This is an optimization exercise on Yosys and OpenROAD, whose aim is small area, not a production implementation. Only simulation tests tie the RTL to the original design; equivalence was not proved.

<file path="flow/constraint.sdc">
create_clock -name core_clock -period 11.0 [get_ports {clk}]
set_input_delay 2.2000 -clock core_clock [delete_from_list [all_inputs] [get_ports {clk}]]
set_output_delay 2.2000 -clock core_clock [all_outputs]
set_load 0.01 [all_outputs]
</file>
<file path="flow/flow/run.sh">
#!/bin/bash
# The standard layout (the standard.sh: unchanged synthesis, floorplan,
# power grid and placement) with two knobs changed:
#  - port buffers are sky130_fd_sc_hd__buf_1 instead of the default pick
#  - clock tree synthesis with these options and no dummy loads
# The run's full output goes to standard.log here; ORFS's own per-step logs
# are under orfs/logs/.
set -euo pipefail
export BUFFER_PORTS_ARGS="-buffer_cell sky130_fd_sc_hd__buf_1"
export CTS_ARGS="-sink_clustering_enable -repair_clock_nets -sink_clustering_size 20 -sink_clustering_max_diameter 60 -buf_list sky130_fd_sc_hd__clkbuf_8 -dont_use_dummy_load"
bash standard.sh > standard.log 2>&1
</file>
<file path="flow/config.mk">
export PLATFORM = sky130hd
export DESIGN_NAME = sw_top
export DESIGN_NICKNAME = sw_top
export VERILOG_FILES = /design/flow/design.v
export SDC_FILE = /design/flow/constraint.sdc
export NUM_CORES = 4
export LEC_CHECK = 0
export CAP_MARGIN = 20
export CORE_MARGIN = 2
export CORE_UTILIZATION = 40
export SLEW_MARGIN = 20
</file>
<file path="flow/design.v">
`timescale 1ns/1ps
module sw_top (
    input  logic          clk,
    input  logic          reset,
    input  logic          valid_i,
    input  logic [1:0]    data_ref_i,
    input  logic [1:0]    data_query_i,
    output logic          finish_o,
    output logic [20:0]   best_o
);
    logic [6:0]  cnt_q;      
    logic [5:0]  rp_q;       
    logic [3:0]  qp_q;       
    logic        bub_q;      
    logic        loaded, front, take, run, real_cell, row_end, first_row, front_row, done;
    assign loaded    = cnt_q[6];
    assign front     = (cnt_q[6:4] == 3'd0);
    assign take      = valid_i & ~loaded;
    assign run       = ~front;
    assign real_cell = run & ~bub_q;
    assign row_end   = (qp_q == 4'd0);
    assign first_row = (rp_q == 6'd1);
    assign front_row = ((rp_q[5:4] == 2'd0) & (rp_q[3:0] != 4'd0)) | (rp_q == 6'd16);
    assign done      = loaded & first_row & (qp_q == 4'd1);
    logic [31:0] qry_q;      
    logic [31:0] frt_q;      
    logic [95:0] bck_q;      
    always_ff @(posedge clk) begin
        if ((take & front) | run)
            qry_q <= {qry_q[29:0], run ? qry_q[31:30] : data_query_i};
        if ((take & front) | (real_cell & row_end & front_row))
            frt_q <= {frt_q[29:0], data_ref_i};
        if ((take & ~front) | (real_cell & row_end & ~front_row))
            bck_q <= {bck_q[93:0], data_ref_i};
    end
    logic [1:0] qbase, rbase;
    assign qbase = qry_q[31:30];
    assign rbase = front_row ? frt_q[31:30] : bck_q[95:94];
    logic [3:0] ring_q [0:15];
    logic [3:0] ring_in;
    always_ff @(posedge clk) begin
        ring_q[0] <= ring_in;
        for (int k = 1; k < 16; k++) ring_q[k] <= ring_q[k-1];
    end
    logic [5:0] hl_q;        
    logic [2:0] l_q;         
    logic       g_q;         
    logic [2:0] u;
    logic       f;
    logic [2:0] m4, d4, t, u_new, l_new;
    logic       zx, f_new, g_new;
    logic [5:0] h_new;
    always_comb begin
        if (first_row) begin
            u = 3'd2;
            f = 1'b0;
        end else begin
            u = ring_q[15][3:1];
            f = ring_q[15][0];
        end
        zx = (hl_q[5:3] == 3'd0) & (({1'b0, hl_q[2:0]} + {3'd0, g_q} + 4'd2) == {1'b0, l_q});
        if (rbase == qbase) begin
            m4 = 3'd6;
        end else begin
            m4 = 3'd3;
            if (u > m4) m4 = u;
            if (l_q > m4) m4 = l_q;
        end
        d4 = (zx && m4 == 3'd3) ? 3'd4 : m4;    
        f_new = (u == d4);
        g_new = (l_q == d4);
        t     = d4 - l_q + {2'b0, g_q};         
        u_new = t + {2'b0, f_new};
        l_new = d4 - u + {2'b0, f} + {2'b0, g_new};
        h_new = hl_q + {3'b0, t} - 6'd2;
        ring_in = real_cell ? {u_new, f_new} : ring_q[15];
    end
    always_ff @(posedge clk) begin
        if (row_end | ~run) begin
            hl_q <= '0;
            l_q  <= 3'd2;
            g_q  <= 1'b0;
        end else begin
            hl_q <= h_new;
            l_q  <= l_new;
            g_q  <= g_new;
        end
    end
    logic [5:0] bs_q;
    logic [5:0] br_q;
    logic [3:0] bc_q;
    logic       upd;
    assign upd = real_cell & ((h_new > bs_q) |
                 ((h_new == bs_q) & (qp_q != 4'd0) & ((bc_q == 4'd0) | (qp_q < bc_q))));
    always_ff @(posedge clk) begin
        if (!run) begin
            bs_q <= '0;
        end else if (upd) begin
            bs_q <= h_new;
            br_q <= rp_q;
            bc_q <= qp_q;
        end
    end
    logic [6:0]  cnt_inc;
    assign cnt_inc = cnt_q + {6'd0, take};
    logic [5:0]  osc_q;      
    logic [9:0]  opos_q;     
    logic        nz;
    assign nz = (osc_q != 6'd0);
    always_ff @(posedge clk) begin
        if (done) opos_q <= {br_q, bc_q};
    end
    always_ff @(posedge clk or posedge reset) begin
        if (reset) begin
            cnt_q <= '0;
            rp_q  <= 6'd1;
            qp_q  <= 4'd1;
            bub_q <= 1'b0;
            osc_q <= '0;
        end else begin
            cnt_q <= {cnt_inc[6] & ~done, cnt_inc[5:0]};
            if (done) osc_q <= bs_q;
            qp_q <= run ? qp_q + 4'd1 : 4'd1;
            rp_q <= rp_q + {5'd0, real_cell & row_end};
            if (run & row_end) begin
                bub_q <= ~loaded & (rp_q[5:1] == 5'b01000);
            end
        end
    end
    assign finish_o = ~run & (qp_q == 4'd2);
    assign best_o   = {2'b00, osc_q,
                       nz & (opos_q[9:4] == 6'd0), nz ? opos_q[9:4] : 6'd0, 1'b0,
                       nz & (opos_q[3:0] == 4'd0), nz ? opos_q[3:0] : 4'd0};
endmodule
</file>
<file path="flow/standard.sh">
#!/bin/bash
# synth_recipe.tcl (not shown) runs the flow's synth.tcl, then flattens the netlist and writes it again
# the make line also repeats each setting of config.mk as NAME=value (left out here)
make -C /OpenROAD-flow-scripts/flow DESIGN_CONFIG=/design/flow/config.mk WORK_HOME=/design/flow/orfs CLKGATE_MAP_FILE= SYNTH_SCRIPT=/design/flow/synth_recipe.tcl "${@:-finish}"
</file>
==> results of run 1 <==
-- routing by layer --
layer | vias up | GRT usage [%] | wire [um]
met2 | 48 | 17.3 | 5970
li1 | 2038 | - | -
met1 | 2108 | 14.9 | 6190
met4 | 0 | 3.60 | 362
met3 | 24 | 2.20 | 421
met5 | - | 0 | 0
-- cells by family (layout without fill, tap and decap cells) --
kind of cell | count (synthesis) | in the layout
XOR/XNOR | 29 | 29
other | 1 | 3
AO/OA/AOI/OAI | 34 | 34
flip-flops | 284 | 284
buffers and inverters | 45 | 83
adder cells (fa/ha/maj) | 41 | 41
multiplexers | 12 | 12
AND/OR/NAND/NOR | 114 | 114
-- flip-flops by register name, indices dropped and copies added, names as in the netlist --
name    count
qry_q      32
bc_q        4
osc_q       6
qp_q        4
l_q         3
bub_q       1
br_q        6
cnt_q       7
bck_q      96
g_q         1
frt_q      32
rp_q        6
hl_q        6
opos_q     10
bs_q        6
ring_q     64
-- critical path, delay by kind of cell, from the launching register on --
| kind | cells | cell delay [ns] |
|---|---|---|
| muxes | 1 | 0.40 |
| buffers and inverters | 5 | 0.34 |
| DFF | 1 | 0.45 |
| xor gates and xnor gates | 3 | 0.57 |
| and+or+nand+nor | 13 | 2.22 |
| adders and majority gates | 7 | 2.16 |
| AOI/OAI and AO/OA | 5 | 1.74 |
-- stage by stage --
stage	utilization, %	cell area [um^2]	instances	hold WS, ns
2_1_floorplan	-	9560	562	0.310
3_3_place_gp	42.8	10100	900	0.313
3_5_place_dp	42.9	10100	900	0.312
4_1_cts	43.9	10300	918	0.331
5_1_grt	44.0	10300	919	0.335
6_report	44.0	10300	919	0.326
-- final timing paths --
check	from	to	slack, ns	depth (start not counted)
worst max-delay path	rp_q[1]$_DFF_PP0_	bs_q[2]$_SDFFE_PP0P_	2.98	34
worst min-delay path	ring_q[5][2]$_DFF_P_	ring_q[6][2]$_DFF_P_	0.33	0
worst max register to register	rp_q[1]$_DFF_PP0_	bs_q[2]$_SDFFE_PP0P_	2.98	34
worst min register to register	ring_q[5][2]$_DFF_P_	ring_q[6][2]$_DFF_P_	0.33	0
max in group asynchronous	reset	osc_q[4]$_DFFE_PP0P_	8.56	2
min in group asynchronous	reset	cnt_q[1]$_DFF_PP0_	1.84	2
-- layout by cell type, fill, tap and decap left out, types with 3 or more instances in the layout --
master	n
o21ai_0	8
edfxtp_1	180
nor2_1	30
a21oi_1	8
mux2_2	4
ha_1	37
nand2b_1	4
dfxtp_1	80
nand2_1	32
a21o_1	5
fa_1	4
buf_1	25
xor2_1	12
conb_1	3
and2_1	16
xnor2_1	16
dfrtp_1	22
nand3_1	6
and3_1	4
clkbuf_8	18
inv_1	36
nor4_1	3
mux2i_1	7
-- area by class of cell --
class	count	share of cell area, %
clock buffers	18	2.40
inverters	37	1.34
multi-input cells	233	17.4
flip-flops and latches	284	73.6
well taps	319	3.86
repair buffers	28	1.32
==> summary.txt, run 1 <==
STA
  – Slew HR: 37.8%
  – Max Clk Rate: ~120 MHz
  – Final Setup Violations: 0
  – Slew @ Worst Pin: 0.932 ns
  – Final Cycle Share: about 73%
  – Unrepaired setup endpoints after global routing: false
  – Fin crit period: 8.02 ns
  – Pins Over Slew Limit: 0
  – Hold Fails Final Rpt: 0
  – Final TNS setup: 0 ns
  – Min setup slack post-route: 2.98 ns
  – Setup skew after layout: ~0.027 ns

Detailed routing
  – Drt drc: 0
  – Routed WL per cell: around 14 um
  – Initial DRC Count: 344
  – Via count: 4218
  – First-pass DRT Iterations: 4
  – Final wirelength: 12900 um
  – Antenna viol nets, final: 0
  – Via-to-Cell Ratio: 4.59

Synth
  – Synth top cells by count: edfxtp_1, dfxtp_1, ha_1
  – Gate Count Post-Synth: 560
  – Register bit total from synthesis: 284
  – Top cells by area, synth: edfxtp_1, dfxtp_1, dfrtp_1
  – Synth cell types: 51
  – Synth Area in Simple Gates: 6.06%
  – Xor/xnor share of the synthesized area: 2.80%
  – Post-synthesis mux area share: approximately 1.4%
  – Post-synthesis adder-cell area fraction: 5.68%
  – Synth Area in Compound Gates: under 10%
  – Cell area after synthesis: 9550 um^2
  – Primary FF master, synth: edfxtp_1
  – Most instantiated library cell after synthesis: edfxtp_1
  – Ys async rst share: 8.45%
  – Top-area cell type share of the netlist area: a little under three fifths
  – Number of enable flip-flop cells after synthesis: between 150 and 200
  – Avg Inst Size Synth: 17.1 um^2
  – Top cell type by total area after synthesis: edfxtp_1
  – Seq/Total Area, Yosys: between 70% and 80%
  – Largest family of logic cells by synthesized area: simple AND/OR/NAND/NOR gates
  – Synth warn: 2

Placement
  – GP Congestion: 0.787
  – Post-DP HPWL: 8020 um
  – Post-place setup slack: 2.99 ns
  – PortBufs: 25

CTS
  – Post_cts resized: 0
  – Clock buffer depth: 3
  – Clock latency (worst-skew pair): between 0.5 and 0.6 ns
  – CTS Hold Bufs: 0
  – Clk sinks: approximately 280
  – Root cell of the clock tree: clkbuf_8
  – Setup Fix Bufs, Post-CTS: 0
  – Inserted Clock Buffers: 18
  – Register clock-pin slew on the reported worst setup and hold paths: 0.12 ns
  – CTS tree: yes
  – H-tree levels: 1

Floorplanning
  – Row count: 56
  – Core Region: 23500 um^2
  – Die area: around 25000 um^2
  – Die Span Y: 159 um
  – Initial Utilization: 40.7%
  – Die W: 159 um
  – I/O pin count: 29

Cells and area
  – Final nets: 650
  – Multi-input logic area: between 1500 and 2000 um^2
  – Diode count: 0
  – Layout cells sized above 1: 6.33%
  – Sequential Area: roughly 7600 um^2
  – Layout fillers: 2052
  – Area growth, synth to finish: 8.16%

GRT
  – Vias in the first global route: 4346
  – Antenna violations before repair: 0
  – Grt total ovfl: 0
  – Gr usage total: 10.8%
  – First-pass GRT wire length: 21600 um
  – Pin count of the biggest net entering global routing: just under 100

Critical path
  – Slowest CP cell: o21a_1
  – Slowest stage delay, CP: 0.63 ns
  – Most frequent CP cell: ha_1
  – Critical Path RT: 11.40 ns
  – CP Class: flip-flop to flip-flop
  – Worst Path Max Fanout: 16
  – CP Capture Type: flip-flop
  – Arrival time at the worst endpoint: 8.42 ns
  – CP Launch Type: flip-flop

Min path
  – Worst Hold Class: flip-flop to flip-flop

Flow run
  – Max-cap violations: 0

Outcome
  – Outcome: timing/DRC/antenna clean
==> inputs of run 2 (changes only) <==
--- a/flow/config.mk
+++ b/flow/config.mk
@@ -8,4 +8,5 @@
 export CAP_MARGIN = 20
 export CORE_MARGIN = 2
 export CORE_UTILIZATION = 40
+export PLACE_DENSITY = 0.75
 export SLEW_MARGIN = 20
==> run 2 against run 1 <==
Against the previous run: synthesized area unchanged; first-iteration DRC count decreased by 12%; synthesized cell count unchanged; worst setup slack improved by 0.080 ns; fmax increased by 1.0%; wire length decreased by 4.0%; critical path depth unchanged; count of clock-buffer cells in the layout unchanged; register-to-register slack improved by 0.08 ns; critical path type unchanged; largest cell class unchanged.
==> summary.txt, run 2 <==
STA
  – Final Setup Violations: 0 (unchanged)
  – Max Clk Rate: 126 MHz (was 125 MHz)
  – Slew @ Worst Pin: 0.927 ns (was 0.932 ns)
  – Setup skew after layout: 0.0506 ns (was 0.0272 ns)
  – Final TNS setup: 0 ns (unchanged)
  – WHS: 0.309 ns (was 0.326 ns)
  – Slew HR: 38.1% (was 37.8%)
  – Fin crit period: 7.94 ns (was 8.02 ns)
  – Pins Over Slew Limit: 0 (unchanged)
  – Final Cycle Share: 72.2% (was 72.9%)
  – Unrepaired setup endpoints after global routing: false (unchanged)
  – Hold Fails Final Rpt: 0 (unchanged)

Critical path
  – R2R depth: 34 (unchanged)
  – Slowest stage delay, CP: 0.63 ns (about the same)
  – Critical Path RT: 11.37 ns (was 11.40 ns)
  – CP Capture Type: flip-flop (unchanged)
  – CP Launch Point: rp_q[1]$_DFF_PP0_ (unchanged)
  – Arrival time at the worst endpoint: 8.31 ns (was 8.42 ns)
  – CP Launch Type: flip-flop (unchanged)
  – Most frequent CP cell: ha_1 (unchanged)
  – Slowest CP cell: o21a_1 (unchanged)
  – Critical R2R Launch: rp_q[1]$_DFF_PP0_ (unchanged)
  – CP Class: flip-flop to flip-flop (unchanged)
  – Worst Path Max Fanout: 16 (unchanged)

Synth
  – Ys async rst share: 8.45% (unchanged)
  – Top cells by area, synth: edfxtp_1, dfxtp_1, dfrtp_1 (unchanged)
  – Synth cell types: 51 (unchanged)
  – Top-area cell type share of the netlist area: 56.6% (unchanged)
  – Seq/Total Area, Yosys: 79.6% (unchanged)
  – Top cell type by total area after synthesis: edfxtp_1 (unchanged)
  – Number of enable flip-flop cells after synthesis: 180 (unchanged)
  – Cell area after synthesis: 9550 um^2 (unchanged)
  – Most instantiated library cell after synthesis: edfxtp_1 (unchanged)
  – Synth top cells by count: edfxtp_1, dfxtp_1, ha_1 (unchanged)
  – Avg Inst Size Synth: 17.1 um^2 (unchanged)
  – Gate Count Post-Synth: 560 (unchanged)
  – Primary FF master, synth: edfxtp_1 (unchanged)
  – Register bit total from synthesis: 284 (unchanged)
  – Synth warn: 2 (unchanged)

Floorplanning
  – Initial Utilization: 40.7% (unchanged)
  – Die Span Y: 159 um (unchanged)
  – Row count: 56 (unchanged)
  – Core Region: 23500 um^2 (unchanged)
  – Die area: 25100 um^2 (unchanged)
  – I/O pin count: 29 (unchanged)
  – Die W: 159 um (unchanged)

Flow run
  – Max-cap violations: 0 (unchanged)

Placement
  – PortBufs: 25 (unchanged)
  – Dpl cells: 902 (was 900)
  – Post-DP HPWL: 7790 um (was 8020 um)
  – DP Area: 10100 um^2 (about the same)
  – GP Congestion: 0.810 (was 0.787)

CTS
  – Root cell of the clock tree: clkbuf_8 (unchanged)
  – Register clock-pin slew on the reported worst setup and hold paths: 0.11 ns (was 0.12 ns)
  – Clock latency (worst-skew pair): 0.52 ns (about the same)
  – CTS tree: yes (unchanged)
  – Clock buffer depth: 3 (unchanged)
  – Clk sinks: 284 (unchanged)
  – Setup Fix Bufs, Post-CTS: 0 (unchanged)
  – CTS Hold Bufs: 0 (unchanged)
  – H-tree levels: 1 (unchanged)
  – Post_cts resized: 0 (unchanged)
  – Inserted Clock Buffers: 18 (unchanged)

Cells and area
  – Largest register FFs: 96 (unchanged)
  – Layout fillers: 2034 (was 2052)
  – Final nets: 651 (was 650)
  – Post-layout util: 44.0% (about the same)
  – Top flop regs: bck_q (96), ring_q (64) (unchanged)
  – Layout cells sized above 1: 6.32% (was 6.33%)
  – Diode count: 0 (unchanged)
  – Fin area: 10300 um^2 (about the same)
  – Commonest cells after routing, fill and taps aside: edfxtp_1, dfxtp_1, ha_1, inv_1, nand2_1 (unchanged)
  – Non-Filler Instances: 920 (was 919)
  – Most common cell after layout, fill and taps aside: edfxtp_1 (unchanged)
  – Reg with most FFs: bck_q (unchanged)
  – Area growth, synth to finish: 8.04% (was 8.16%)

Detailed routing
  – WL met3: 389 um (was 421 um)
  – Final wirelength: 12400 um (was 12900 um)
  – Routed WL per cell: 13.5 um (was 14.1 um)
  – First-pass DRT Iterations: 4 (unchanged)
  – Antenna viol nets, final: 0 (unchanged)
  – Via-to-Cell Ratio: 4.53 (was 4.59)
  – Via count: 4165 (was 4218)
  – Max Used Layer: met4 (unchanged)
  – Wire length on met2: 5370 um (was 5970 um)
  – Drt drc: 0 (unchanged)
  – Met1 Wirelength: 6260 um (was 6190 um)
  – Initial DRC Count: 303 (was 344)

GRT
  – Antenna violations before repair: 0 (unchanged)
  – Vias in the first global route: 4035 (was 4346)
  – Gr usage total: 10.2% (was 10.8%)
  – Pin count of the biggest net entering global routing: 97 (unchanged)
  – First-pass GRT wire length: 20100 um (was 21600 um)
  – Grt total ovfl: 0 (unchanged)

Min path
  – Worst hold path depth: 0 (unchanged)
  – Hold_sp: ring_q[7][1]$_DFF_P_ (was ring_q[5][2]$_DFF_P_)
  – Worst Hold Class: flip-flop to flip-flop (unchanged)

Outcome
  – Outcome: timing/DRC/antenna clean (unchanged)
run 2: cell counts after synthesis:
Identical to the previous run, type by type.
run 2: kinds of logic after synthesis:
kind of cell | Yosys count | synth area share, %
AOI/OAI and AO/OA | 34 | 2.51
xor gates and xnor gates | 29 | 2.80
adders and majority gates | 41 | 5.68
buffers and inverters | 45 | 1.89
DFF | 284 | 79.6
muxes | 12 | 1.36
other | 1 | 0.0392
and+or+nand+nor | 114 | 6.06
run 2: per-stage QoR:
step                setup slack (ns)
CTS                             3.09
global placement                3.41
global route                    2.49
detailed placement              3.13
finish                          3.06
floorplan                       3.67
run 2: area by class of cell:
class                   instances  area (um^2)  share of cell area, %
repair buffers                 29          128                   1.24
multi-input cells             233         1800                   17.4
clock buffers                  18          248                   2.40
well taps                     319          399                   3.87
inverters                      37          139                   1.35
flip-flops and latches        284         7610                   73.7
run 2: critical path, delay by kind of cell (launching register included):
family / cells / cell delay (ns)
AND/OR/NAND/NOR: 13 / 2.19
adder cells (fa/ha/maj): 7 / 2.13
AO/OA/AOI/OAI: 5 / 1.78
XOR/XNOR: 3 / 0.54
flip-flops: 1 / 0.43
multiplexers: 1 / 0.41
buffers and inverters: 5 / 0.32
run 2: path summary, 6_finish.rpt:
| path | to | slack, ns |
|---|---|---|
| min in group asynchronous | qp_q[1]$_DFF_PP0_ | 1.84 |
| setup reg to reg | bs_q[2]$_SDFFE_PP0P_ | 3.06 |
| hold reg to reg | ring_q[8][1]$_DFF_P_ | 0.31 |
| setup / recovery | bs_q[2]$_SDFFE_PP0P_ | 3.06 |
| hold / removal | ring_q[8][1]$_DFF_P_ | 0.31 |
| max in group asynchronous | osc_q[3]$_DFFE_PP0P_ | 8.54 |
run 2: per-layer routing:
layer | vias to the layer above | global-route usage, %
met1 | 2025 | 14.2
met5 | - | 0
met2 | 74 | 15.8
met4 | 0 | 3.95
met3 | 29 | 2.01
li1 | 2037 | -
==> inputs of run 3 (changes only) <==
--- a/flow/config.mk
+++ b/flow/config.mk
@@ -7,6 +7,5 @@
 export LEC_CHECK = 0
 export CAP_MARGIN = 20
 export CORE_MARGIN = 2
-export CORE_UTILIZATION = 40
-export PLACE_DENSITY = 0.75
+export CORE_UTILIZATION = 50
 export SLEW_MARGIN = 20
==> run 3 against run 2 <==
Against the previous run: synthesized area did not move; largest cell class unchanged; first-iteration DRC count fell by 17%; hold slack improved by 0.0033 ns; non-clock buffer count unchanged; synthesized cell count did not move; sequential share of layout area up 0.55 points.
==> summary.txt, run 3 <==
Outcome
  – Outcome: timing/DRC/antenna clean (unchanged)

STA
  – Setup skew after layout: 0.0747 ns (was 0.0506 ns)
  – Final Cycle Share: 72.6% (was 72.2%)
  – Min setup slack post-route: 3.01 ns (was 3.06 ns)
  – WHS: 0.312 ns (was 0.309 ns)
  – Slew @ Worst Pin: 0.934 ns (was 0.927 ns)
  – Final TNS setup: 0 ns (unchanged)
  – Hold Fails Final Rpt: 0 (unchanged)
  – Unrepaired setup endpoints after global routing: false (unchanged)
  – Pins Over Slew Limit: 0 (unchanged)
  – Slew HR: 37.7% (was 38.1%)
  – Max Clk Rate: 125 MHz (was 126 MHz)
  – Final Setup Violations: 0 (unchanged)
  – Fin crit period: 7.99 ns (was 7.94 ns)

Floorplanning
  – Die Span Y: 142 um (was 159 um)
  – Row count: 50 (was 56)
  – Initial Utilization: 51.1% (was 40.7%)
  – I/O pin count: 29 (unchanged)
  – Core Region: 18700 um^2 (was 23500 um^2)
  – Die area: 20200 um^2 (was 25100 um^2)
  – Die W: 142 um (was 159 um)

GRT
  – Pin count of the biggest net entering global routing: 97 (unchanged)
  – Grt total ovfl: 0 (unchanged)
  – Gr usage total: 13.0% (was 10.2%)
  – Vias in the first global route: 4258 (was 4035)
  – Antenna violations before repair: 0 (unchanged)
  – First-pass GRT wire length: 20900 um (was 20100 um)

Detailed routing
  – Final wirelength: 12600 um (was 12400 um)
  – Initial DRC Count: 250 (was 303)
  – Drt drc: 0 (unchanged)
  – Via count: 4223 (was 4165)
  – Via-to-Cell Ratio: 5.05 (was 4.53)
  – First-pass DRT Iterations: 5 (was 4)
  – Routed WL per cell: 15.1 um (was 13.5 um)
  – Antenna viol nets, final: 0 (unchanged)

Placement
  – GP Congestion: 0.809 (was 0.810)
  – Post-place setup slack: 3.12 ns (was 3.13 ns)
  – Dpl cells: 816 (was 902)
  – PortBufs: 25 (unchanged)
  – Post-DP HPWL: 7710 um (was 7790 um)
  – DP Area: 9960 um^2 (was 10100 um^2)

Synth
  – Most instantiated library cell after synthesis: edfxtp_1 (unchanged)
  – Avg Inst Size Synth: 17.1 um^2 (unchanged)
  – Synth top cells by count: edfxtp_1, dfxtp_1, ha_1 (unchanged)
  – Number of enable flip-flop cells after synthesis: 180 (unchanged)
  – Primary FF master, synth: edfxtp_1 (unchanged)
  – Top cell type by total area after synthesis: edfxtp_1 (unchanged)
  – Top cells by area, synth: edfxtp_1, dfxtp_1, dfrtp_1 (unchanged)
  – Cell area after synthesis: 9550 um^2 (unchanged)
  – Top-area cell type share of the netlist area: 56.6% (unchanged)
  – Ys async rst share: 8.45% (unchanged)
  – Seq/Total Area, Yosys: 79.6% (unchanged)
  – Synth cell types: 51 (unchanged)
  – Register bit total from synthesis: 284 (unchanged)
  – Gate Count Post-Synth: 560 (unchanged)
  – Synth warn: 2 (unchanged)

Cells and area
  – Area growth, synth to finish: 7.24% (was 8.04%)
  – Multi-input logic area: 1800 um^2 (unchanged)
  – Final nets: 652 (was 651)
  – Reg with most FFs: bck_q (unchanged)
  – Top flop regs: bck_q (96), ring_q (64) (unchanged)
  – Fin area: 10200 um^2 (was 10300 um^2)
  – Most common cell after layout, fill and taps aside: edfxtp_1 (unchanged)
  – Largest register FFs: 96 (unchanged)
  – Diode count: 0 (unchanged)
  – Layout fillers: 1480 (was 2034)
  – Commonest cells after routing, fill and taps aside: edfxtp_1, dfxtp_1, ha_1, inv_1, nand2_1 (unchanged)
  – Sequential Area: 7610 um^2 (unchanged)
  – Layout cells sized above 1: 6.48% (was 6.32%)
  – Post-layout util: 54.8% (was 44.0%)
  – Non-Filler Instances: 836 (was 920)

CTS
  – Setup Fix Bufs, Post-CTS: 0 (unchanged)
  – Clk sinks: 284 (unchanged)
  – Register clock-pin slew on the reported worst setup and hold paths: 0.11 ns (about the same)
  – CTS tree: yes (unchanged)
  – Post_cts resized: 0 (unchanged)
  – Root cell of the clock tree: clkbuf_8 (unchanged)
  – H-tree levels: 1 (unchanged)
  – Clock buffer depth: 3 (unchanged)
  – Inserted Clock Buffers: 19 (was 18)
  – CTS Hold Bufs: 0 (unchanged)
  – Clock latency (worst-skew pair): 0.53 ns (was 0.52 ns)

Critical path
  – CP Launch Type: flip-flop (unchanged)
  – Worst Path Max Fanout: 16 (unchanged)
  – Critical Path RT: 11.35 ns (was 11.37 ns)
  – CP Class: flip-flop to flip-flop (unchanged)
  – Slowest stage delay, CP: 0.65 ns (was 0.63 ns)
  – Slowest CP cell: o21a_1 (unchanged)
  – Arrival time at the worst endpoint: 8.34 ns (was 8.31 ns)
  – R2R depth: 34 (unchanged)
  – CP Capture Type: flip-flop (unchanged)
  – Most frequent CP cell: ha_1 (unchanged)

Min path
  – Worst Hold Class: flip-flop to flip-flop (unchanged)
  – Worst hold path depth: 0 (unchanged)

Flow run
  – Max-cap violations: 0 (unchanged)
==> run 3: cell count changes in the layout (fill, tap and decap cells not counted) <==
cell,delta
buf_16,+1
buf_6,-1
clkbuf_8,+1
==> run 3: kinds of logic after synthesis <==
kind of cell	Yosys count	share of synthesized area, %
mux	12	1.36
fa+ha+maj	41	5.68
simple gates	114	6.06
buf+inv	45	1.89
other cells	1	0.0392
flops	284	79.6
compound gates	34	2.51
xor+xnor	29	2.80
==> run 3: critical path: cells and delay by family (launching register included) <==
family	cells	cell delay (ns)
adder cells (fa/ha/maj)	7	2.17
AND/OR/NAND/NOR	13	2.16
AO/OA/AOI/OAI	5	1.78
XOR/XNOR	3	0.52
flip-flops	1	0.44
multiplexers	1	0.40
buffers and inverters	5	0.33
==> run 3: path summary, 6_finish.rpt <==
path	from	end	slack (ns)
setup / recovery	rp_q[1]$_DFF_PP0_	bs_q[2]$_SDFFE_PP0P_	3.01
hold / removal	ring_q[2][1]$_DFF_P_	ring_q[3][1]$_DFF_P_	0.31
setup reg to reg	rp_q[1]$_DFF_PP0_	bs_q[2]$_SDFFE_PP0P_	3.01
hold reg to reg	ring_q[2][1]$_DFF_P_	ring_q[3][1]$_DFF_P_	0.31
max in group asynchronous	reset	qp_q[1]$_DFF_PP0_	8.51
min in group asynchronous	reset	cnt_q[1]$_DFF_PP0_	1.83
==> run 3: layout make-up <==
type                            count  share of cell area (%)
Clock buffer                       19                    2.55
Inverter                           37                    1.36
Multi-Input combinational cell    233                    17.6
Sequential cell                   284                    74.3
Tap cell                          234                    2.86
Timing Repair Buffer               29                    1.40
==> run 3: metal layers <==
metal	wire [um]	GRT usage [%]	up-vias	part of all wire (%)
met2	5620	20.1	63	44
met5	0	0	-	0
met1	6120	18.2	2081	48
li1	-	-	2041	-
met4	463	5.05	0	3.7
met3	435	2.76	38	3.4
==> inputs of run 4 (changes only) <==
--- a/flow/config.mk
+++ b/flow/config.mk
@@ -7,5 +7,6 @@
 export LEC_CHECK = 0
 export CAP_MARGIN = 20
 export CORE_MARGIN = 2
-export CORE_UTILIZATION = 50
+export CORE_UTILIZATION = 35
+export PLACE_DENSITY = 0.5
 export SLEW_MARGIN = 20
==> run 4 against run 3 <==
Against the previous run: worst setup slack lost 0.030 ns; die area grew 42%; still clean; wire length grew 4.1%; global-route usage shrank 3.4 points; hold slack gained 0.0085 ns; via count shrank 0.52%; first-iteration DRC count grew 30%.
==> summary.txt, run 4 <==
Outcome
  – Outcome: timing/DRC/antenna clean (unchanged)

Placement
  – GP Congestion: 0.736 (was 0.809)
  – Dpl cells: 924 (was 816)
  – Post-DP HPWL: 8140 um (was 7710 um)
  – PortBufs: 25 (unchanged)

Critical path
  – Critical Path RT: 11.35 ns (about the same)
  – Arrival time at the worst endpoint: 8.37 ns (was 8.34 ns)
  – Critical R2R Launch: rp_q[1]$_DFF_PP0_ (unchanged)
  – Slowest stage delay, CP: 0.66 ns (was 0.65 ns)
  – CP Class: flip-flop to flip-flop (unchanged)
  – Worst Path Max Fanout: 16 (unchanged)
  – Most frequent CP cell: ha_1 (unchanged)
  – CP Launch Point: rp_q[1]$_DFF_PP0_ (unchanged)
  – CP Launch Type: flip-flop (unchanged)
  – CP Capture Type: flip-flop (unchanged)
  – Slowest CP cell: o21a_1 (unchanged)

Synth
  – Top-area cell type share of the netlist area: 56.6% (unchanged)
  – Xor/xnor share of the synthesized area: 2.80% (unchanged)
  – Post-synthesis adder-cell area fraction: 5.68% (unchanged)
  – Number of enable flip-flop cells after synthesis: 180 (unchanged)
  – Synth top cells by count: edfxtp_1, dfxtp_1, ha_1 (unchanged)
  – Ys async rst share: 8.45% (unchanged)
  – Gate Count Post-Synth: 560 (unchanged)
  – Synth cell types: 51 (unchanged)
  – Cell area after synthesis: 9550 um^2 (unchanged)
  – Seq/Total Area, Yosys: 79.6% (unchanged)
  – Avg Inst Size Synth: 17.1 um^2 (unchanged)
  – Synth warn: 2 (unchanged)
  – Post-synthesis mux area share: 1.36% (unchanged)
  – Largest family of logic cells by synthesized area: simple AND/OR/NAND/NOR gates (unchanged)
  – Register bit total from synthesis: 284 (unchanged)
  – Most instantiated library cell after synthesis: edfxtp_1 (unchanged)
  – Synth Area in Compound Gates: 2.51% (unchanged)
  – Synth Area in Simple Gates: 6.06% (unchanged)
  – Primary FF master, synth: edfxtp_1 (unchanged)
  – Top cells by area, synth: edfxtp_1, dfxtp_1, dfrtp_1 (unchanged)
  – Top cell type by total area after synthesis: edfxtp_1 (unchanged)

Floorplanning
  – Initial Utilization: 35.5% (was 51.1%)
  – Row count: 60 (was 50)
  – Die Span Y: 169 um (was 142 um)
  – Die area: 28600 um^2 (was 20200 um^2)
  – Die W: 169 um (was 142 um)
  – Core Region: 26900 um^2 (was 18700 um^2)
  – I/O pin count: 29 (unchanged)

CTS
  – Root cell of the clock tree: clkbuf_8 (unchanged)
  – H-tree levels: 1 (unchanged)
  – Clk sinks: 284 (unchanged)
  – Register clock-pin slew on the reported worst setup and hold paths: 0.11 ns (about the same)
  – Post_cts resized: 0 (unchanged)
  – Inserted Clock Buffers: 20 (was 19)
  – CTS Hold Bufs: 0 (unchanged)
  – CTS tree: yes (unchanged)
  – Clock buffer depth: 3 (unchanged)
  – Clock latency (worst-skew pair): 0.53 ns (about the same)
  – Setup Fix Bufs, Post-CTS: 0 (unchanged)

Cells and area
  – Most common cell after layout, fill and taps aside: edfxtp_1 (unchanged)
  – Top flop regs: bck_q (96), ring_q (64) (unchanged)
  – Area growth, synth to finish: 8.62% (was 7.24%)
  – Reg with most FFs: bck_q (unchanged)
  – Largest register FFs: 96 (unchanged)
  – Non-Filler Instances: 944 (was 836)
  – Diode count: 0 (unchanged)
  – Multi-input logic area: 1800 um^2 (unchanged)
  – Commonest cells after routing, fill and taps aside: edfxtp_1, dfxtp_1, ha_1, inv_1, nand2_1 (unchanged)
  – Layout fillers: 2499 (was 1480)
  – Layout cells sized above 1: 6.63% (was 6.48%)
  – Final nets: 653 (was 652)
  – Sequential Area: 7610 um^2 (unchanged)

GRT
  – Antenna violations before repair: 0 (unchanged)
  – First-pass GRT wire length: 22300 um (was 20900 um)
  – Vias in the first global route: 4371 (was 4258)
  – Grt total ovfl: 0 (unchanged)
  – Gr usage total: 9.54% (was 13.0%)
  – Pin count of the biggest net entering global routing: 97 (unchanged)

STA
  – Max Clk Rate: 125 MHz (about the same)
  – Final TNS setup: 0 ns (unchanged)
  – Setup skew after layout: 0.0695 ns (was 0.0747 ns)
  – Unrepaired setup endpoints after global routing: false (unchanged)
  – Hold Fails Final Rpt: 0 (unchanged)
  – Final Setup Violations: 0 (unchanged)
  – Pins Over Slew Limit: 0 (unchanged)
  – Final Cycle Share: 72.9% (was 72.6%)
  – Slew HR: 40.7% (was 37.7%)
  – Fin crit period: 8.02 ns (was 7.99 ns)
  – Slew @ Worst Pin: 0.883 ns (was 0.934 ns)

Detailed routing
  – Antenna viol nets, final: 0 (unchanged)
  – Final wirelength: 13200 um (was 12600 um)
  – Routed WL per cell: 13.9 um (was 15.1 um)
  – Drt drc: 0 (unchanged)
  – Via-to-Cell Ratio: 4.45 (was 5.05)
  – Via count: 4201 (was 4223)
  – Initial DRC Count: 325 (was 250)
  – First-pass DRT Iterations: 4 (was 5)

Min path
  – Worst Hold Class: flip-flop to flip-flop (unchanged)
  – Hold_sp: ring_q[14][3]$_DFF_P_ (was ring_q[2][1]$_DFF_P_)

Flow run
  – Max-cap violations: 0 (unchanged)
-- run 4: cells by family (layout without fill, tap and decap cells) --
logic type      Yosys count  count (layout)
compound gates           34              34
flops                   284             284
mux                      12              12
buf+inv                  45              86
other cells               1               3
fa+ha+maj                41              41
simple gates            114             114
xor+xnor                 29              29
-- run 4: path summary, 6_finish.rpt --
check	cells after the start	slack [ns]	to
worst max register to register	34	2.98	bs_q[1]$_SDFFE_PP0P_
worst min-delay path	0	0.32	ring_q[15][3]$_DFF_P_
worst max-delay path	34	2.98	bs_q[1]$_SDFFE_PP0P_
max in group asynchronous	2	8.80	qp_q[1]$_DFF_PP0_
min in group asynchronous	2	1.71	cnt_q[1]$_DFF_PP0_
worst min register to register	0	0.32	ring_q[15][3]$_DFF_P_
-- run 4: final cells by class --
cell class / count / share of cell area, %
clock buffers: 20 / 2.65
inverters: 37 / 1.34
multi-input cells: 233 / 17.3
flip-flops and latches: 284 / 73.3
well taps: 341 / 4.11
repair buffers: 29 / 1.23
-- run 4: metal layers --
layer  vias up  share of wire [%]  GRT usage (%)
li1       2042                  -              -
met1      2089                 49           13.4
met2        47                 45           15.1
met3        23                3.3           2.17
met4         0                2.3           2.53
met5         -                  0              0
-- run 4: through the flow --
| stage | worst slack [ns] | hold slack (ns) | util, % | instance area, um^2 |
|---|---|---|---|---|
| after floorplan | 3.67 | 0.310 | - | 9560 |
| after global placement | 3.39 | 0.314 | 37.6 | 10100 |
| after detailed placement | 3.07 | 0.312 | 37.6 | 10100 |
| after CTS | 2.99 | 0.324 | 38.6 | 10400 |
| after global routing | 2.46 | 0.330 | 38.6 | 10400 |
| final | 2.98 | 0.321 | 38.6 | 10400 |
-- run 4: critical path: cells and delay by family (launching register included) --
kind,cells,cell delay [ns]
flops,1,0.44
simple gates,13,2.23
buf+inv,5,0.34
mux,1,0.41
compound gates,5,1.77
fa+ha+maj,7,2.15
xor+xnor,3,0.55
==> inputs of run 5 (changes only) <==
--- a/flow/flow/run.sh
+++ b/flow/flow/run.sh
@@ -7,5 +7,5 @@
 # are under orfs/logs/.
 set -euo pipefail
 export BUFFER_PORTS_ARGS="-buffer_cell sky130_fd_sc_hd__buf_1"
-export CTS_ARGS="-sink_clustering_enable -repair_clock_nets -sink_clustering_size 20 -sink_clustering_max_diameter 60 -buf_list sky130_fd_sc_hd__clkbuf_8 -dont_use_dummy_load"
+export CTS_ARGS="-sink_clustering_enable -repair_clock_nets -sink_clustering_size 12 -sink_clustering_max_diameter 50 -buf_list sky130_fd_sc_hd__clkbuf_4 -dont_use_dummy_load"
 bash standard.sh > standard.log 2>&1
--- a/flow/config.mk
+++ b/flow/config.mk
@@ -7,6 +7,5 @@
 export LEC_CHECK = 0
 export CAP_MARGIN = 20
 export CORE_MARGIN = 2
-export CORE_UTILIZATION = 35
-export PLACE_DENSITY = 0.5
+export CORE_UTILIZATION = 40
 export SLEW_MARGIN = 20
==> run 5 against run 4 <==
Against the previous run: global-route usage rose by 1.4 points; design area fell by 0.66%; synthesized area did not move; flip-flop and latch count did not move; worst setup slack got worse by 0.052 ns; non-clock buffer count fell by 1; sequential share of layout area rose by 0.49 points; critical path depth did not move; first-iteration DRC count fell by 31%; synthesized cell count did not move; critical endpoint is now bs_q[2]$_SDFFE_PP0P_; critical path type unchanged; core utilization rose by 5.3 points.
==> summary.txt, run 5 <==
Outcome
  – Outcome: timing/DRC/antenna clean (unchanged)

STA
  – Pins Over Slew Limit: 0 (unchanged)
  – Fin crit period: 8.07 ns (was 8.02 ns)
  – Setup skew after layout: 0.0865 ns (was 0.0695 ns)
  – Max Clk Rate: 124 MHz (was 125 MHz)
  – Hold Fails Final Rpt: 0 (unchanged)
  – Min setup slack post-route: 2.93 ns (was 2.98 ns)
  – Final Cycle Share: 73.4% (was 72.9%)
  – Slew @ Worst Pin: 0.925 ns (was 0.883 ns)
  – Final Setup Violations: 0 (unchanged)
  – Final TNS setup: 0 ns (unchanged)
  – Slew HR: 38.3% (was 40.7%)
  – Unrepaired setup endpoints after global routing: false (unchanged)

CTS
  – Setup Fix Bufs, Post-CTS: 0 (unchanged)
  – H-tree levels: 1 (unchanged)
  – Clk sinks: 284 (unchanged)
  – CTS Hold Bufs: 0 (unchanged)
  – Root cell of the clock tree: clkbuf_4 (was clkbuf_8)
  – Post_cts resized: 0 (unchanged)
  – Clock latency (worst-skew pair): 0.68 ns (was 0.53 ns)
  – Register clock-pin slew on the reported worst setup and hold paths: 0.12 ns (was 0.11 ns)
  – Inserted Clock Buffers: 29 (was 20)
  – CTS tree: yes (unchanged)
  – Clock buffer depth: 3 (unchanged)

Critical path
  – Critical R2R Launch: rp_q[1]$_DFF_PP0_ (unchanged)
  – CP Launch Point: rp_q[1]$_DFF_PP0_ (unchanged)
  – Most frequent CP cell: ha_1 (unchanged)
  – Slowest CP cell: o21a_1 (unchanged)
  – Arrival time at the worst endpoint: 8.56 ns (was 8.37 ns)
  – Critical path buffers and inverters: 5 (unchanged)
  – CP Launch Type: flip-flop (unchanged)
  – Crit-path leading delay family: simple AND/OR/NAND/NOR gates (unchanged)
  – Worst Path Max Fanout: 16 (unchanged)
  – CP Class: flip-flop to flip-flop (unchanged)
  – CP Depth: 34 (unchanged)
  – Critical Path RT: 11.48 ns (was 11.35 ns)
  – CP Capture Type: flip-flop (unchanged)
  – Slowest stage delay, CP: 0.63 ns (was 0.66 ns)
  – R2R depth: 34 (unchanged)

Cells and area
  – Reg with most FFs: bck_q (unchanged)
  – Most common cell after layout, fill and taps aside: edfxtp_1 (unchanged)
  – Commonest cells after routing, fill and taps aside: edfxtp_1, dfxtp_1, ha_1, inv_1, nand2_1 (unchanged)
  – Multi-input logic area: 1800 um^2 (about the same)
  – Largest register FFs: 96 (unchanged)
  – Layout fillers: 2066 (was 2499)
  – Non-Filler Instances: 932 (was 944)
  – Sequential Area: 7610 um^2 (unchanged)
  – Top flop regs: bck_q (96), ring_q (64) (unchanged)
  – Area growth, synth to finish: 7.90% (was 8.62%)
  – Fin area: 10300 um^2 (was 10400 um^2)
  – Layout cells sized above 1: 8.02% (was 6.63%)
  – Final nets: 661 (was 653)

Flow run
  – Max-cap violations: 0 (unchanged)

Detailed routing
  – Via count: 4276 (was 4201)
  – Final wirelength: 13100 um (was 13200 um)
  – Routed WL per cell: 14.0 um (was 13.9 um)
  – Drt drc: 0 (unchanged)
  – First-pass DRT Iterations: 4 (unchanged)
  – Antenna viol nets, final: 0 (unchanged)
  – Via-to-Cell Ratio: 4.59 (was 4.45)
  – Initial DRC Count: 223 (was 325)

Placement
  – Dpl cells: 900 (was 924)
  – Post-place setup slack: 2.99 ns (was 3.07 ns)
  – DP Area: 10100 um^2 (about the same)
  – Post-DP HPWL: 8020 um (was 8140 um)
  – PortBufs: 25 (unchanged)
  – GP Congestion: 0.787 (was 0.736)

Synth
  – Synth top cells by count: edfxtp_1, dfxtp_1, ha_1 (unchanged)
  – Synth cell types: 51 (unchanged)
  – Avg Inst Size Synth: 17.1 um^2 (unchanged)
  – Cell area after synthesis: 9550 um^2 (unchanged)
  – Gate Count Post-Synth: 560 (unchanged)
  – Ys async rst share: 8.45% (unchanged)
  – Most instantiated library cell after synthesis: edfxtp_1 (unchanged)
  – Synth warn: 2 (unchanged)
  – Register bit total from synthesis: 284 (unchanged)
  – Primary FF master, synth: edfxtp_1 (unchanged)
  – Top cells by area, synth: edfxtp_1, dfxtp_1, dfrtp_1 (unchanged)
  – Seq/Total Area, Yosys: 79.6% (unchanged)
  – Number of enable flip-flop cells after synthesis: 180 (unchanged)
  – Top cell type by total area after synthesis: edfxtp_1 (unchanged)
  – Top-area cell type share of the netlist area: 56.6% (unchanged)

Min path
  – Hold_sp: ring_q[13][0]$_DFF_P_ (was ring_q[14][3]$_DFF_P_)
  – Worst Hold Class: flip-flop to flip-flop (unchanged)
  – Worst hold path depth: 0 (unchanged)

Floorplanning
  – Core Region: 23500 um^2 (was 26900 um^2)
  – Initial Utilization: 40.7% (was 35.5%)
  – Die Span Y: 159 um (was 169 um)
  – Die area: 25100 um^2 (was 28600 um^2)
  – Die W: 159 um (was 169 um)
  – I/O pin count: 29 (unchanged)
  – Row count: 56 (was 60)

GRT
  – Antenna violations before repair: 1 (was 0)
  – Gr usage total: 11.0% (was 9.54%)
  – Grt total ovfl: 0 (unchanged)
  – Vias in the first global route: 4457 (was 4371)
  – Pin count of the biggest net entering global routing: 97 (unchanged)
  – First-pass GRT wire length: 21800 um (was 22300 um)
==> run 5: cell type report <==
type | count | area share [%]
clock buffers | 29 | 2.11
well taps | 319 | 3.87
multi-input cells | 233 | 17.5
repair buffers | 28 | 1.32
flip-flops and latches | 284 | 73.8
inverters | 37 | 1.35
diodes | 2 | 0.0485
==> run 5: path summary, 6_finish.rpt <==
check                                              to  slack [ns]
min in group asynchronous           bub_q$_DFFE_PP0P_        1.68
worst max register to register   bs_q[2]$_SDFFE_PP0P_        2.93
worst max-delay path             bs_q[2]$_SDFFE_PP0P_        2.93
max in group asynchronous           rp_q[5]$_DFF_PP0_        8.72
worst min register to register  ring_q[14][0]$_DFF_P_        0.29
worst min-delay path            ring_q[14][0]$_DFF_P_        0.29
==> run 5: per-stage QoR <==
step	utilization (%)	hold WS, ns
2_1_floorplan	-	0.310
5_1_grt	43.9	0.268
6_report	43.9	0.291
3_5_place_dp	42.9	0.312
3_3_place_gp	42.8	0.313
4_1_cts	43.8	0.286
==> run 5: cells by family after synthesis <==
| kind of cell | synth area share (%) |
|---|---|
| multiplexers | 1.36 |
| adder cells (fa/ha/maj) | 5.68 |
| flip-flops | 79.6 |
| other | 0.0392 |
| XOR/XNOR | 2.80 |
| AND/OR/NAND/NOR | 6.06 |
| buffers and inverters | 1.89 |
| AO/OA/AOI/OAI | 2.51 |
==> run 5: routing by layer <==
metal	GRT usage (%)	vias to the layer above	routed length, um	share of wire [%]
met5	0	-	0	0
met3	2.67	32	531	4.1
li1	-	2076	-	-
met1	14.7	2106	6150	47
met2	17.5	62	6020	46
met4	3.86	0	395	3.0
==> inputs of run 6 (changes only) <==
--- a/flow/flow/run.sh
+++ b/flow/flow/run.sh
@@ -7,5 +7,5 @@
 # are under orfs/logs/.
 set -euo pipefail
 export BUFFER_PORTS_ARGS="-buffer_cell sky130_fd_sc_hd__buf_1"
-export CTS_ARGS="-sink_clustering_enable -repair_clock_nets -sink_clustering_size 12 -sink_clustering_max_diameter 50 -buf_list sky130_fd_sc_hd__clkbuf_4 -dont_use_dummy_load"
+export CTS_ARGS="-sink_clustering_enable -repair_clock_nets -sink_clustering_size 16 -sink_clustering_max_diameter 60 -buf_list sky130_fd_sc_hd__clkbuf_4 sky130_fd_sc_hd__clkbuf_8 -dont_use_dummy_load"
 bash standard.sh > standard.log 2>&1
==> run 6 against run 5 <==
Against the previous run: the flow now stops in 4_1_cts; synthesized cell count unchanged; synthesized area stayed put.
==> summary.txt, run 6 <==
Outcome
  – Outcome: stopped before the end (was timing/DRC/antenna clean)
  – Failed at: 4_1_cts
  – Tool error: [ERROR STA-0564] clock_tree_synthesis positional arguments not supported.

Placement
  – GP Congestion: 0.787 (unchanged)
  – Post-DP HPWL: 8020 um (unchanged)
  – PortBufs: 25 (unchanged)
  – Post-place setup slack: 2.99 ns (unchanged)

Synth
  – Number of enable flip-flop cells after synthesis: 180 (unchanged)
  – Cell area after synthesis: 9550 um^2 (unchanged)
  – Avg Inst Size Synth: 17.1 um^2 (unchanged)
  – Gate Count Post-Synth: 560 (unchanged)
  – Seq/Total Area, Yosys: 79.6% (unchanged)
  – Synth warn: 2 (unchanged)
  – Synth cell types: 51 (unchanged)
  – Most instantiated library cell after synthesis: edfxtp_1 (unchanged)
  – Top cells by area, synth: edfxtp_1, dfxtp_1, dfrtp_1 (unchanged)
  – Synth top cells by count: edfxtp_1, dfxtp_1, ha_1 (unchanged)
  – Ys async rst share: 8.45% (unchanged)
  – Primary FF master, synth: edfxtp_1 (unchanged)
  – Top cell type by total area after synthesis: edfxtp_1 (unchanged)
  – Top-area cell type share of the netlist area: 56.6% (unchanged)
  – Register bit total from synthesis: 284 (unchanged)

Floorplanning
  – Row count: 56 (unchanged)
  – I/O pin count: 29 (unchanged)
  – Die W: 159 um (unchanged)
  – Initial Utilization: 40.7% (unchanged)
  – Die Span Y: 159 um (unchanged)
## run 6: cell counts after synthesis
No cell type changed its count.
## run 6: worst max path at each step
stage / start / end / slack (ns) / cells past startpoint
3_5_place_dp: rp_q[1]$_DFF_PP0_ / bs_q[2]$_SDFFE_PP0P_ / 2.99 / 34
3_3_place_gp: rp_q[1]$_DFF_PP0_ / bs_q[1]$_SDFFE_PP0P_ / 3.43 / 34
2_1_floorplan: rp_q[1]$_DFF_PP0_ / bs_q[1]$_SDFFE_PP0P_ / 3.67 / 35
## run 6: cell families after synthesis
family	Yosys count	share of synthesized area, %
adders and majority gates	41	5.68
buffers and inverters	45	1.89
xor gates and xnor gates	29	2.80
DFF	284	79.6
muxes	12	1.36
other	1	0.0392
AOI/OAI and AO/OA	34	2.51
and+or+nand+nor	114	6.06
## run 6: per-stage QoR
stage | cells | area, um^2
floorplan | 562 | 9560
global placement | 900 | 10100
detailed placement | 900 | 10100
==> inputs of run 7 (changes only) <==
--- a/flow/flow/run.sh
+++ b/flow/flow/run.sh
@@ -7,5 +7,5 @@
 # are under orfs/logs/.
 set -euo pipefail
 export BUFFER_PORTS_ARGS="-buffer_cell sky130_fd_sc_hd__buf_1"
-export CTS_ARGS="-sink_clustering_enable -repair_clock_nets -sink_clustering_size 16 -sink_clustering_max_diameter 60 -buf_list sky130_fd_sc_hd__clkbuf_4 sky130_fd_sc_hd__clkbuf_8 -dont_use_dummy_load"
+export CTS_ARGS="-sink_clustering_enable -repair_clock_nets -sink_clustering_size 22 -sink_clustering_max_diameter 50 -buf_list sky130_fd_sc_hd__clkbuf_8 -dont_use_dummy_load"
 bash standard.sh > standard.log 2>&1
==> run 7 against run 6 <==
Against the previous run: now clean on timing, DRC and antenna; synthesized cell count unchanged; synthesized area unchanged.
==> summary.txt, run 7 <==
Cells and area
  – Diode count: 0
  – Reg with most FFs: bck_q
  – Most common cell after layout, fill and taps aside: edfxtp_1
  – Layout cells sized above 1: under 10%
  – Area growth, synth to finish: 8.88%
  – Top flop regs: bck_q (96), ring_q (64)
  – Commonest cells after routing, fill and taps aside: edfxtp_1, dfxtp_1, ha_1, inv_1, nand2_1
  – Fin area: 10400 um^2
  – Final nets: 655
  – Largest register FFs: between 90 and 100

Detailed routing
  – Drt drc: 0
  – First-pass DRT Iterations: 4
  – Via-to-Cell Ratio: 4.56
  – Met1 Wirelength: 6120 um
  – Initial DRC Count: 286
  – Routed WL per cell: 13.9 um
  – Max Used Layer: met4
  – Via count: 4216
  – WL met3: 489 um
  – Final wirelength: 12900 um
  – Antenna viol nets, final: 0
  – Wire length on met2: about 5900 um

Placement
  – Post-place setup slack: 2.99 ns (unchanged)
  – Post-DP HPWL: 8020 um (unchanged)
  – DP Area: 10100 um^2 (unchanged)
  – GP Congestion: 0.787 (unchanged)
  – PortBufs: 25 (unchanged)

CTS
  – CTS tree: yes
  – H-tree levels: 1
  – CTS Hold Bufs: 0
  – Clk sinks: 284
  – Post_cts resized: 0
  – Clock latency (worst-skew pair): ~0.55 ns
  – Root cell of the clock tree: clkbuf_8
  – Setup Fix Bufs, Post-CTS: 0
  – Register clock-pin slew on the reported worst setup and hold paths: about 0.12 ns
  – Clock buffer depth: 3
  – Inserted Clock Buffers: 23

Floorplanning
  – Initial Utilization: 40.7% (unchanged)
  – Core Region: approximately 23000 um^2
  – Die W: 159 um (unchanged)
  – Row count: 56 (unchanged)
  – Die area: 25100 um^2
  – I/O pin count: 29 (unchanged)
  – Die Span Y: 159 um (unchanged)

Min path
  – Worst hold path depth: 0
  – WHS Endpoint: ring_q[5][3]$_DFF_P_
  – Hold_sp: ring_q[4][3]$_DFF_P_
  – Worst Hold Class: flip-flop to flip-flop

Synth
  – Synth Area in Simple Gates: 6.06% (unchanged)
  – Primary FF master, synth: edfxtp_1 (unchanged)
  – Most instantiated library cell after synthesis: edfxtp_1 (unchanged)
  – Cell area after synthesis: 9550 um^2 (unchanged)
  – Number of enable flip-flop cells after synthesis: 180 (unchanged)
  – Synth warn: 2 (unchanged)
  – Post-synthesis mux area share: 1.36% (unchanged)
  – Top-area cell type share of the netlist area: 56.6% (unchanged)
  – Top cell type by total area after synthesis: edfxtp_1 (unchanged)
  – Synth cell types: 51 (unchanged)
  – Register bit total from synthesis: 284 (unchanged)
  – Synth Area in Compound Gates: 2.51% (unchanged)
  – Largest family of logic cells by synthesized area: simple AND/OR/NAND/NOR gates (unchanged)
  – Seq/Total Area, Yosys: 79.6% (unchanged)
  – Post-synthesis adder-cell area fraction: 5.68% (unchanged)
  – Synth top cells by count: edfxtp_1, dfxtp_1, ha_1 (unchanged)
  – Gate Count Post-Synth: 560 (unchanged)
  – Avg Inst Size Synth: 17.1 um^2 (unchanged)
  – Ys async rst share: 8.45% (unchanged)
  – Top cells by area, synth: edfxtp_1, dfxtp_1, dfrtp_1 (unchanged)
  – Xor/xnor share of the synthesized area: 2.80% (unchanged)

STA
  – WHS: 0.293 ns
  – Slew @ Worst Pin: 0.937 ns
  – Unrepaired setup endpoints after global routing: false
  – Fin crit period: ~8 ns
  – Final Setup Violations: 0
  – Final Cycle Share: between 70% and 80%
  – Setup skew after layout: 0.0654 ns
  – Final TNS setup: 0 ns
  – Slew HR: 37.5%
  – Min setup slack post-route: between 2 and 3 ns
  – Hold Fails Final Rpt: 0
  – Pins Over Slew Limit: 0
  – Max Clk Rate: 124 MHz

GRT
  – Antenna violations before repair: 0
  – Pin count of the biggest net entering global routing: 97
  – First-pass GRT wire length: approximately 22000 um
  – Grt total ovfl: 0
  – Gr usage total: 10.9%
  – Vias in the first global route: 4388

Critical path
  – R2R setup slack: approximately 2.9 ns
  – Crit-path leading delay family: simple AND/OR/NAND/NOR gates
  – Critical path buffers and inverters: 5
  – CP Launch Type: flip-flop
  – Arrival time at the worst endpoint: ~8.4 ns
  – CP Capture Type: flip-flop
  – Critical R2R Launch: rp_q[1]$_DFF_PP0_
  – CP Class: flip-flop to flip-flop
  – End of the worst register-to-register path: bs_q[2]$_SDFFE_PP0P_
  – Slowest stage delay, CP: approximately 0.63 ns
  – R2R depth: 34
  – Worst Path Max Fanout: 16
  – Critical Path RT: 11.37 ns
  – Most frequent CP cell: ha_1
  – Slowest CP cell: o21a_1

Flow run
  – Max-cap violations: 0

Outcome
  – Outcome: timing/DRC/antenna clean (was stopped before the end)
-- run 7: worst max path at each step --
stage / slack (ns) / end / cells after the start / startpoint
5_1_grt: 2.30 / bs_q[2]$_SDFFE_PP0P_ / 34 / rp_q[1]$_DFF_PP0_
3_3_place_gp: 3.43 / bs_q[1]$_SDFFE_PP0P_ / 34 / rp_q[1]$_DFF_PP0_
6_report: 2.94 / bs_q[2]$_SDFFE_PP0P_ / 34 / rp_q[1]$_DFF_PP0_
3_5_place_dp: 2.99 / bs_q[2]$_SDFFE_PP0P_ / 34 / rp_q[1]$_DFF_PP0_
4_1_cts: 2.91 / bs_q[2]$_SDFFE_PP0P_ / 34 / rp_q[1]$_DFF_PP0_
2_1_floorplan: 3.67 / bs_q[1]$_SDFFE_PP0P_ / 35 / rp_q[1]$_DFF_PP0_
-- run 7: logic make-up after synthesis --
group                    Yosys count
flip-flops                       284
AND/OR/NAND/NOR                  114
buffers and inverters             45
adder cells (fa/ha/maj)           41
AO/OA/AOI/OAI                     34
XOR/XNOR                          29
multiplexers                      12
other                              1
-- run 7: final cells by class --
type                    count  area [um^2]
clock buffers              23          317
repair buffers             28          136
fillers                  2047        13100
inverters                  37          139
flip-flops and latches    284         7610
well taps                 319          399
multi-input cells         233         1800
-- run 7: stage by stage --
stage | cells | util (%)
floorplan | 562 | -
global placement | 900 | 42.8
detailed placement | 900 | 42.9
CTS | 923 | 44.2
global route | 924 | 44.3
finish | 924 | 44.3
-- run 7: metal layers --
metal | global-route usage [%] | up-vias
met5 | 0 | -
met4 | 3.56 | 0
met3 | 2.59 | 27
met2 | 17.3 | 48
met1 | 14.7 | 2091
li1 | - | 2050
-- run 7: worst reg2reg max path: cells and delay by family (launching register included) --
kind,cells,cell delay (ns)
AOI/OAI and AO/OA,5,1.75
xor gates and xnor gates,3,0.57
adders and majority gates,7,2.17
buffers and inverters,5,0.34
DFF,1,0.44
muxes,1,0.40
and+or+nand+nor,13,2.22
==> inputs of run 8 (changes only) <==
--- a/flow/flow/run.sh
+++ b/flow/flow/run.sh
@@ -7,5 +7,5 @@
 # are under orfs/logs/.
 set -euo pipefail
 export BUFFER_PORTS_ARGS="-buffer_cell sky130_fd_sc_hd__buf_1"
-export CTS_ARGS="-sink_clustering_enable -repair_clock_nets -sink_clustering_size 22 -sink_clustering_max_diameter 50 -buf_list sky130_fd_sc_hd__clkbuf_8 -dont_use_dummy_load"
+export CTS_ARGS="-sink_clustering_enable -repair_clock_nets -sink_clustering_size 10 -sink_clustering_max_diameter 40 -buf_list sky130_fd_sc_hd__clkbuf_4 -dont_use_dummy_load"
 bash standard.sh > standard.log 2>&1
==> run 8 against run 7 <==
Against the previous run: still clean on timing, DRC and antenna; highest routed layer unchanged; largest cell class unchanged; critical path type unchanged; cell count is 1.7% higher; critical endpoint unchanged; design area shrank 0.32%.
==> summary.txt, run 8 <==
GRT
  – Gr usage total: 11.1% (was 10.9%)

CTS
  – Post_cts resized: 0 (unchanged)
  – Clk sinks: 284 (unchanged)
  – Inserted Clock Buffers: 37 (was 23)
  – Clock latency (worst-skew pair): 0.61 ns (was 0.55 ns)
  – Clock buffer depth: 3 (unchanged)
  – Root cell of the clock tree: clkbuf_4 (was clkbuf_8)

Min path
  – Worst Hold Class: flip-flop to flip-flop (unchanged)
  – Hold_sp: ring_q[14][2]$_DFF_P_ (was ring_q[4][3]$_DFF_P_)

Critical path
  – CP Capture Type: flip-flop (unchanged)
  – Critical Path RT: 11.45 ns (was 11.37 ns)
  – Slowest stage delay, CP: 0.63 ns (about the same)
  – Worst Path Max Fanout: 16 (unchanged)
  – R2R depth: 34 (unchanged)
  – Arrival time at the worst endpoint: 8.44 ns (was 8.43 ns)
  – Critical R2R Launch: rp_q[1]$_DFF_PP0_ (unchanged)

Cells and area
  – Post-layout util: 44.2% (was 44.3%)
  – Top flop regs: bck_q (96), ring_q (64) (unchanged)
  – Most common cell after layout, fill and taps aside: edfxtp_1 (unchanged)
  – Non-Filler Instances: 940 (was 924)
  – Final nets: 669 (was 655)
  – Largest register FFs: 96 (unchanged)
  – Reg with most FFs: bck_q (unchanged)

Synth
  – Gate Count Post-Synth: 560 (unchanged)
  – Register bit total from synthesis: 284 (unchanged)
  – Seq/Total Area, Yosys: 79.6% (unchanged)
  – Top-area cell type share of the netlist area: 56.6% (unchanged)
  – Number of enable flip-flop cells after synthesis: 180 (unchanged)

STA
  – Max Clk Rate: 125 MHz (was 124 MHz)
  – Slew HR: 37.7% (was 37.5%)
  – Fin crit period: 7.98 ns (was 8.06 ns)
  – Hold Fails Final Rpt: 0 (unchanged)
  – Final Cycle Share: 72.6% (was 73.3%)
  – WHS: 0.315 ns (was 0.293 ns)
  – Pins Over Slew Limit: 0 (unchanged)
  – Slew @ Worst Pin: 0.934 ns (was 0.937 ns)
  – Final Setup Violations: 0 (unchanged)
  – Setup skew after layout: 0.0814 ns (was 0.0654 ns)

Detailed routing
  – Via count: 4317 (was 4216)
  – Via-to-Cell Ratio: 4.59 (was 4.56)
  – Drt drc: 0 (unchanged)
  – Routed WL per cell: 13.9 um (about the same)

Placement
  – Post-DP HPWL: 8020 um (unchanged)

Outcome
  – Outcome: timing/DRC/antenna clean (unchanged)

Flow run
  – Max-cap violations: 0 (unchanged)

Floorplanning
  – Row count: 56 (unchanged)
  – Die W: 159 um (unchanged)
run 8: cell counts after synthesis:
Identical to the previous run, type by type.
run 8: logic make-up after synthesis:
| group | after synthesis | share of synthesized area [%] |
|---|---|---|
| flops | 284 | 79.6 |
| simple gates | 114 | 6.06 |
| buf+inv | 45 | 1.89 |
| fa+ha+maj | 41 | 5.68 |
| compound gates | 34 | 2.51 |
| xor+xnor | 29 | 2.80 |
| mux | 12 | 1.36 |
| other cells | 1 | 0.0392 |
run 8: layout make-up:
type	count	share of cell area, %
inverters	37	1.34
diodes	2	0.0483
multi-input cells	233	17.4
repair buffers	28	1.32
flip-flops and latches	284	73.4
clock buffers	37	2.68
well taps	319	3.85
run 8: worst max-delay path by stage:
stage	endpoint	slack [ns]
detailed placement	bs_q[2]$_SDFFE_PP0P_	2.99
finish	bs_q[2]$_SDFFE_PP0P_	3.02
CTS	bs_q[2]$_SDFFE_PP0P_	2.96
global route	bs_q[2]$_SDFFE_PP0P_	2.36
global placement	bs_q[1]$_SDFFE_PP0P_	3.43
floorplan	bs_q[1]$_SDFFE_PP0P_	3.67
run 8: per-layer routing:
metal	global-route usage [%]	wire (um)	up-vias
met2	17.4	6030	67
met1	14.6	6130	2134
li1	-	-	2086
met5	0	0	-
met3	2.91	561	30
met4	4.80	325	0
run 8: critical path: cells and delay by family, from the launching register on:
| kind | cells | cell delay, ns |
|---|---|---|
| multiplexers | 1 | 0.40 |
| buffers and inverters | 5 | 0.34 |
| AND/OR/NAND/NOR | 13 | 2.22 |
| adder cells (fa/ha/maj) | 7 | 2.16 |
| AO/OA/AOI/OAI | 5 | 1.74 |
| XOR/XNOR | 3 | 0.57 |
| flip-flops | 1 | 0.44 |
run 8: stage by stage:
step	instance area, um^2	setup slack (ns)
floorplan	9560	3.67
global placement	10100	3.43
detailed placement	10100	2.99
CTS	10300	2.96
global route	10400	2.36
finish	10400	3.02

-- re-timing with driven ports --
The results above use ideal ports. As a check the final layouts listed here were re-extracted and re-timed, cells and wires unchanged.
Step 1 sets driving cells, clkbuf_16 on the clock port and buf_2 on the other inputs (assumed; they add their load-dependent delay and slew).
Step 2, shift: input delay + t, output delay - t, t = (earliest + latest rising clock arrival at the registers) / 2. This alone moves slack from input paths to output paths.
Three values: ideal ports, drivers, drivers and shift; two values: the first two.
| run | shift t [ns] | setup slack, ns | worst setup path at the end | pins driven straight from the clock port |
|---|---|---|---|---|
| run 1 | 0.539 | 2.981 / 2.981 / 2.981 | register to register | 1 |
| run 2 | 0.530 | 3.061 / 3.061 / 3.061 | register to register | 1 |
| run 3 | 0.531 | 3.010 / 3.010 / 3.010 | register to register | 1 |
| run 4 | 0.535 | 2.979 / 2.979 / 2.979 | register to register | 1 |
| run 5 | 0.673 | 2.927 / 2.927 / 2.927 | register to register | 1 |
| run 7 | 0.555 | 2.942 / 2.942 / 2.942 | register to register | 1 |
| run 8 | 0.605 | 3.017 / 3.017 / 3.017 | register to register | 1 |
After both steps every run listed still meets setup and hold.
